Source: an optimization exercise on an open RTL-to-GDS flow (aim: small area, a short achievable clock period and few clock cycles per item). Production flows keep margins and buffers that such runs may drop. The RTL was checked by simulation tests, not by an equivalence proof against the original design. Power is estimated from default activity; no workload was simulated.

rev 12:
## mcm_pipe
module mcm_pipe (
    input  logic         clk,
    input  logic         rst,
    input  logic         in_valid,
    output logic         in_ready,
    input  logic [31:0]  in_x,
    input  logic [4:0]   in_frac,
    input  logic         in_mode,
    output logic         out_valid,
    input  logic         out_ready,
    output logic [255:0] out_y
);
==> module mcm_pipe, before the edit <==
module mcm_pipe (
    input  logic         clk,
    input  logic         rst,
    input  logic         in_valid,
    output logic         in_ready,
    input  logic [31:0]  in_x,
    input  logic [4:0]   in_frac,
    input  logic         in_mode,
    output logic         out_valid,
    input  logic         out_ready,
    output logic [255:0] out_y
);
    localparam int unsigned NB = 54;
    logic                    sk_valid;
    logic [31:0]             sk_x;
    logic [5:0]              sk_idx;
    logic                    s1_valid;
    logic                    s2_valid;
    logic                    s1_load;
    logic                    s2_load;
    logic [31:0]             src_x;
    logic [5:0]              src_idx;
    logic [31:0]             x_q;
    logic [mcm_pkg::CW-1:0]  c_q;
    logic [63:0]             y_c [4];
    logic [NB-1:0]           r_q [4];
    assign in_ready  = !sk_valid;
    assign s2_load   = !s2_valid || out_ready;
    assign s1_load   = !s1_valid || s2_load;
    assign out_valid = s2_valid;
    assign src_x     = sk_valid ? sk_x   : in_x;
    assign src_idx   = sk_valid ? sk_idx : {in_mode, in_frac};
    always_ff @(posedge clk) begin
        if (rst) begin
            sk_valid <= 1'b0;
            s1_valid <= 1'b0;
            s2_valid <= 1'b0;
        end else begin
            if (sk_valid) begin
                if (s1_load) sk_valid <= 1'b0;
            end else begin
                if (!s1_load) sk_valid <= in_valid;
            end
            if (s1_load) s1_valid <= sk_valid || in_valid;
            if (s2_load) s2_valid <= s1_valid;
        end
    end
    always_ff @(posedge clk) begin
        if (!sk_valid) begin
            sk_x   <= in_x;
            sk_idx <= {in_mode, in_frac};
        end
    end
    always_ff @(posedge clk) begin
        if (s1_load) begin
            x_q <= src_x;
            c_q <= mcm_pkg::coef_row(src_idx);
        end
    end
    for (genvar ch = 0; ch < 4; ch++) begin : g_lane
        mcm_lane #(.CW(mcm_pkg::CW)) u_lane (.x(x_q[ch*8 +: 8]), .c(c_q), .y(y_c[ch]));
        always_ff @(posedge clk) begin
            if (s2_load) r_q[ch] <= {y_c[ch][60:48], y_c[ch][45:32], y_c[ch][29:16], y_c[ch][12:0]};
        end
        assign out_y[ch*64 +: 64] = {{{3{r_q[ch][53]}}, r_q[ch][53:41]}, {2'd0, r_q[ch][40:27]}, {2'd0, r_q[ch][26:13]}, {{3{r_q[ch][12]}}, r_q[ch][12:0]}};
    end
endmodule
export LEC_CHECK = 0
export CAP_MARGIN = 20
export CORE_MARGIN = 2
export CORE_UTILIZATION = 40
export SETUP_SLACK_MARGIN = 5
export SLEW_MARGIN = 20
create_clock -name core_clock -period 10.0 [get_ports {clk}]
standard.sh (not shown) runs the stock make flow with config.mk's settings and CLKGATE_MAP_FILE= SYNTH_SCRIPT=/design/flow/synth_recipe.tcl, a recipe that flattens the netlist after the stock synthesis.
==> flow/flow/run.sh <==
#!/bin/bash
set -euo pipefail
cd "$(dirname "$0")/.."
export BUFFER_PORTS_ARGS="-buffer_cell sky130_fd_sc_hd__buf_2"
bash standard.sh > standard_flow.log 2>&1
Testbench counts of rev 12, summed over its fixed seeds: cycles 9,616, items 9,600.
The inputs of rev 13 differ from those of rev 12 as listed below.
==> flow/design.v, changed modules only <==
module mcm_pipe (
    input  logic         clk,
    input  logic         rst,
    input  logic         in_valid,
    output logic         in_ready,
    input  logic [31:0]  in_x,
    input  logic [4:0]   in_frac,
    input  logic         in_mode,
    output logic         out_valid,
    input  logic         out_ready,
    output logic [255:0] out_y
);
    localparam int unsigned NB = 54;
    logic                    s1_valid;
    logic                    s2_valid;
    logic                    s2_load;
    logic [31:0]             x_q;
    logic [mcm_pkg::CW-1:0]  c_q;
    logic [63:0]             y_c [4];
    logic [NB-1:0]           r_q [4];
    assign s2_load   = !s2_valid || out_ready;
    assign in_ready  = !s1_valid || s2_load;
    assign out_valid = s2_valid;
    always_ff @(posedge clk) begin
        if (rst) begin
            s1_valid <= 1'b0;
            s2_valid <= 1'b0;
        end else begin
            if (in_ready) s1_valid <= in_valid;
            if (s2_load)  s2_valid <= s1_valid;
        end
    end
    always_ff @(posedge clk) begin
        if (in_ready) begin
            x_q <= in_x;
            c_q <= mcm_pkg::coef_row({in_mode, in_frac});
        end
    end
    for (genvar ch = 0; ch < 4; ch++) begin : g_lane
        mcm_lane #(.CW(mcm_pkg::CW)) u_lane (.x(x_q[ch*8 +: 8]), .c(c_q), .y(y_c[ch]));
        always_ff @(posedge clk) begin
            if (s2_load) r_q[ch] <= {y_c[ch][60:48], y_c[ch][45:32], y_c[ch][29:16], y_c[ch][12:0]};
        end
        assign out_y[ch*64 +: 64] = {{{3{r_q[ch][53]}}, r_q[ch][53:41]}, {2'd0, r_q[ch][40:27]}, {2'd0, r_q[ch][26:13]}, {{3{r_q[ch][12]}}, r_q[ch][12:0]}};
    end
endmodule
--- outcome ---
Between rev 12 and rev 13, the area share of buffers outside the clock network does not differ in any meaningful way.
Number of clock sinks ends up higher on rev 12.
Changes observed in rev 13 relative to rev 12: setup slack down 0.33 ns; flip-flop and latch count down about 12%.
Number of ports placed on the die boundary came out exactly the same in rev 12 and rev 13.
Of rev 12 and rev 13, rev 12 shows the higher starting density of the core, with rev 13 below it.
After synthesis and placement, the instance count of rev 13 is below that of rev 12.
Re first-pass detailed-route iteration total: rev 13 is 6 down on rev 12.
Against rev 12, synthesized area in rev 13 came out better.
Between rev 12 and rev 13, the routing usage on met2 is lower for rev 12.
Data required time at the worst endpoint | rev 13 below rev 12
The lower number of tap cells added at floorplan came out of rev 13.
Testbench counts of rev 13, summed over its fixed seeds: cycles 9,616, items 9,600.

* * *

mcm_pipe again, from the RTL that the note above started with.
export LEC_CHECK = 0
export CAP_MARGIN = 20
export CORE_MARGIN = 2
export CORE_UTILIZATION = 40
export CTS_CLUSTER_DIAMETER = 100
export CTS_CLUSTER_SIZE = 30
export SLEW_MARGIN = 20
create_clock -name core_clock -period 10.0 [get_ports {clk}]
==> flow/flow/run.sh <==
#!/bin/bash
set -euo pipefail
cd "$(dirname "$0")/.."
export BUFFER_PORTS_ARGS="-buffer_cell sky130_fd_sc_hd__buf_1"
export SETUP_SLACK_MARGIN=6.0
bash standard.sh > standard_flow.log 2>&1
The baseline went through all stages and came out clean.
Testbench counts at the start, summed over its fixed seeds: cycles 9,616, items 9,600.
Rerun with:
--- a/flow/design.v
+++ b/flow/design.v
@@ -443,13 +443,13 @@
     assign n62 = n45 ^ n46 ^ 1'b1;
     assign n63 = (n45 & n46) | (1'b1 & (n45 ^ n46));
     assign n64 = n47 ^ n24 ^ n31;
     assign n65 = (n47 & n24) | (n31 & (n47 ^ n24));
     wire [12:0] n66 = {1'b1, n33, n65, n63, n61, n59, n57, n55, n53, n51, n49, n48, n1};
     wire [12:0] n67 = {1'b0, 1'b1, n32, n64, n62, n60, n58, n56, n54, n52, n50, 1'b1, 1'b0};
-    wire [12:0] n68 = ~((~n66) - n67 - 13'd1);
+    wire [12:0] n68 = ~((~n66) + (~n67) + 13'd0);
     assign y[15:0] = {{3{n68[12]}}, n68};
     assign n69 = (c[5] & x[0]);
     assign n70 = (c[5] & x[1]) | (c[6] & x[0]);
     assign n71 = (c[5] & x[2]) | (c[6] & x[1]);
     assign n72 = (c[5] & x[3]) | (c[6] & x[2]);
     assign n73 = (c[5] & x[4]) | (c[6] & x[3]);
@@ -532,13 +532,13 @@
     assign n150 = n129 ^ n76;
     assign n151 = n129 & n76;
     assign n152 = n77 ^ 1'b1;
     assign n153 = n77 & 1'b1;
     wire [13:0] n154 = {n151, n149, n147, n145, n143, n141, n139, n137, n135, n133, n131, n130, n79, n78};
     wire [13:0] n155 = {n152, n150, n148, n146, n144, n142, n140, n138, n136, n134, n132, 1'b1, n99, n98};
-    wire [13:0] n156 = ~((~n154) - n155 - 14'd1);
+    wire [13:0] n156 = ~((~n154) + (~n155) + 14'd0);
     assign y[31:16] = {2'd0, n156};
     assign n157 = (c[16] & x[0]);
     assign n158 = (c[16] & x[1]) | (c[17] & x[0]);
     assign n159 = (c[16] & x[2]) | (c[17] & x[1]);
     assign n160 = (c[16] & x[3]) | (c[17] & x[2]);
     assign n161 = (c[16] & x[4]) | (c[17] & x[3]);
@@ -621,13 +621,13 @@
     assign n238 = n217 ^ n164;
     assign n239 = n217 & n164;
     assign n240 = n165 ^ 1'b1;
     assign n241 = n165 & 1'b1;
     wire [13:0] n242 = {n239, n237, n235, n233, n231, n229, n227, n225, n223, n221, n219, n218, n167, n166};
     wire [13:0] n243 = {n240, n238, n236, n234, n232, n230, n228, n226, n224, n222, n220, 1'b1, n187, n186};
-    wire [13:0] n244 = ~((~n242) - n243 - 14'd1);
+    wire [13:0] n244 = ~((~n242) + (~n243) + 14'd0);
     assign y[47:32] = {2'd0, n244};
     assign n245 = ~((c[27] & x[0]));
     assign n246 = ~((c[27] & x[1]));
     assign n247 = ~((c[27] & x[2]));
     assign n248 = ~((c[27] & x[3]));
     assign n249 = ~((c[27] & x[4]));
@@ -690,13 +690,13 @@
     assign n306 = n289 ^ n290 ^ 1'b1;
     assign n307 = (n289 & n290) | (1'b1 & (n289 ^ n290));
     assign n308 = n291 ^ n268 ^ n275;
     assign n309 = (n291 & n268) | (n275 & (n291 ^ n268));
     wire [12:0] n310 = {1'b1, n277, n309, n307, n305, n303, n301, n299, n297, n295, n293, n292, n245};
     wire [12:0] n311 = {1'b0, 1'b1, n276, n308, n306, n304, n302, n300, n298, n296, n294, 1'b1, 1'b0};
-    wire [12:0] n312 = ~((~n310) - n311 - 13'd1);
+    wire [12:0] n312 = ~((~n310) + (~n311) + 13'd0);
     assign y[63:48] = {{3{n312[12]}}, n312};
 endmodule
 import mcm_pkg::*;
 module mcm_pipe (
     input  logic         clk,
     input  logic         rst,
Outcome:
- The new run went through all stages and came out clean
- critical path depth goes up by 8
- area after synthesis goes down slightly
- cell count goes down by a few percent
- hold slack is worse by 0.0032 ns
- routed wire length goes down by a few percent
- maximum frequency goes down slightly
- global-route usage goes down by 0.33 points
- design area goes down slightly
Testbench counts after the change, summed over its fixed seeds: cycles 9,616, items 9,600.

* * *

Another version of the RTL of mcm_pipe (not shown whole).
Size in the first run: about 2800 cells after synthesis, roughly 65 flip-flops, roughly 23000 sq um of cells after synthesis.
Settings: LEC_CHECK=0, CAP_MARGIN=20, CORE_MARGIN=2, CORE_UTILIZATION=40, SETUP_SLACK_MARGIN=3.5, SLEW_MARGIN=20; clock period 10.0 ns.
==> flow/flow/run.sh <==
#!/bin/bash
set -euo pipefail
cd "$(dirname "$0")/.."
export BUFFER_PORTS_ARGS="-buffer_cell sky130_fd_sc_hd__buf_2"
bash standard.sh > standard_flow.log 2>&1
Testbench counts at the start, summed over its fixed seeds: cycles 9,608, items 9,600.
Next try:
--- a/flow/design.v
+++ b/flow/design.v
@@ -441,17 +441,17 @@
     assign n60 = n43 ^ n44 ^ n29;
     assign n61 = (n43 & n44) | (n29 & (n43 ^ n44));
     assign n62 = n45 ^ n46 ^ 1'b1;
     assign n63 = (n45 & n46) | (1'b1 & (n45 ^ n46));
     assign n64 = n47 ^ n24 ^ n31;
     assign n65 = (n47 & n24) | (n31 & (n47 ^ n24));
     wire [12:0] n66 = {1'b1, n33, n65, n63, n61, n59, n57, n55, n53, n51, n49, n48, n1};
     wire [12:0] n67 = {1'b0, 1'b1, n32, n64, n62, n60, n58, n56, n54, n52, n50, 1'b1, 1'b0};
-    wire [12:0] n68 = n66 + n67 + 13'd1;
+    wire [12:0] n68 = ~((~n66) - n67 - 13'd1);
     assign y[15:0] = {{3{n68[12]}}, n68};
     assign n69 = (c[5] & x[0]);
     assign n70 = (c[5] & x[1]) | (c[6] & x[0]);
     assign n71 = (c[5] & x[2]) | (c[6] & x[1]);
     assign n72 = (c[5] & x[3]) | (c[6] & x[2]);
     assign n73 = (c[5] & x[4]) | (c[6] & x[3]);
     assign n74 = (c[5] & x[5]) | (c[6] & x[4]);
     assign n75 = (c[5] & x[6]) | (c[6] & x[5]);
@@ -530,17 +530,17 @@
     assign n148 = n127 ^ n128 ^ 1'b1;
     assign n149 = (n127 & n128) | (1'b1 & (n127 ^ n128));
     assign n150 = n129 ^ n76;
     assign n151 = n129 & n76;
     assign n152 = n77 ^ 1'b1;
     assign n153 = n77 & 1'b1;
     wire [13:0] n154 = {n151, n149, n147, n145, n143, n141, n139, n137, n135, n133, n131, n130, n79, n78};
     wire [13:0] n155 = {n152, n150, n148, n146, n144, n142, n140, n138, n136, n134, n132, 1'b1, n99, n98};
-    wire [13:0] n156 = n154 + n155 + 14'd1;
+    wire [13:0] n156 = ~((~n154) - n155 - 14'd1);
     assign y[31:16] = {2'd0, n156};
     assign n157 = (c[16] & x[0]);
     assign n158 = (c[16] & x[1]) | (c[17] & x[0]);
     assign n159 = (c[16] & x[2]) | (c[17] & x[1]);
     assign n160 = (c[16] & x[3]) | (c[17] & x[2]);
     assign n161 = (c[16] & x[4]) | (c[17] & x[3]);
     assign n162 = (c[16] & x[5]) | (c[17] & x[4]);
     assign n163 = (c[16] & x[6]) | (c[17] & x[5]);
@@ -619,17 +619,17 @@
     assign n236 = n215 ^ n216 ^ 1'b1;
     assign n237 = (n215 & n216) | (1'b1 & (n215 ^ n216));
     assign n238 = n217 ^ n164;
     assign n239 = n217 & n164;
     assign n240 = n165 ^ 1'b1;
     assign n241 = n165 & 1'b1;
     wire [13:0] n242 = {n239, n237, n235, n233, n231, n229, n227, n225, n223, n221, n219, n218, n167, n166};
     wire [13:0] n243 = {n240, n238, n236, n234, n232, n230, n228, n226, n224, n222, n220, 1'b1, n187, n186};
-    wire [13:0] n244 = n242 + n243 + 14'd1;
+    wire [13:0] n244 = ~((~n242) - n243 - 14'd1);
     assign y[47:32] = {2'd0, n244};
     assign n245 = ~((c[27] & x[0]));
     assign n246 = ~((c[27] & x[1]));
     assign n247 = ~((c[27] & x[2]));
     assign n248 = ~((c[27] & x[3]));
     assign n249 = ~((c[27] & x[4]));
     assign n250 = ~((c[27] & x[5]));
     assign n251 = ~((c[27] & x[6]));
@@ -688,17 +688,17 @@
     assign n304 = n287 ^ n288 ^ n273;
     assign n305 = (n287 & n288) | (n273 & (n287 ^ n288));
     assign n306 = n289 ^ n290 ^ 1'b1;
     assign n307 = (n289 & n290) | (1'b1 & (n289 ^ n290));
     assign n308 = n291 ^ n268 ^ n275;
     assign n309 = (n291 & n268) | (n275 & (n291 ^ n268));
     wire [12:0] n310 = {1'b1, n277, n309, n307, n305, n303, n301, n299, n297, n295, n293, n292, n245};
     wire [12:0] n311 = {1'b0, 1'b1, n276, n308, n306, n304, n302, n300, n298, n296, n294, 1'b1, 1'b0};
-    wire [12:0] n312 = n310 + n311 + 13'd1;
+    wire [12:0] n312 = ~((~n310) - n311 - 13'd1);
     assign y[63:48] = {{3{n312[12]}}, n312};
 endmodule
 import mcm_pkg::*;
 module mcm_pipe (
     input  logic         clk,
     input  logic         rst,
     input  logic         in_valid,
     output logic         in_ready,
Setup slack degrades by 79 ps; final cell count drops by 4.5%; hold slack improves by 30 ps; die area drops by 1.8%; cell area drops by 1.7%; total power barely changes; clock power climbs by about 3%; clock skew climbs by 7.7 ps; routed wire length drops by about 1.8%; via count drops by 2.4%.
Testbench counts after the change, summed over its fixed seeds: cycles 9,608, items 9,600.

-- re-timing with driven ports --
No port has a modelled driver above. Below, the same layouts with a new extraction and two added sets of constraints. Step 1, drivers: a clkbuf_16 drives clk and a buf_2 each remaining input, both assumed. Step 2 moves the port delays by t, midway between the first and last clock arrival at a register: inputs arrive t later, outputs are due t later. That takes back most of the time a late clock gives input paths. Three values: ideal, step 1, step 2; two values: the first two.
| run | shift t [ns] | setup slack, ns | pins driven straight from the clock port |
|---|---|---|---|
| rev 12 | 0.633 | 5.802 / 5.802 / 5.499 | 1 |
| rev 13 | 0.625 | 5.471 / 5.450 / 5.450 | 1 |
| the first run of note 2 | 0.639 | 6.196 / 6.133 / 5.643 | 1 |
| the second run of note 2 | 0.639 | 6.170 / 6.138 / 5.730 | 1 |
| the first run of note 3 | 0.422 | 3.657 / 3.608 / 4.030 | 1 |
| the second run of note 3 | 0.412 | 3.578 / 3.531 / 3.944 | 1 |
After both steps every run listed still meets setup and hold. The setup slack of the first run of note 2, which loses most, moves by -0.063 ns with the drivers and by -0.553 ns with both steps.
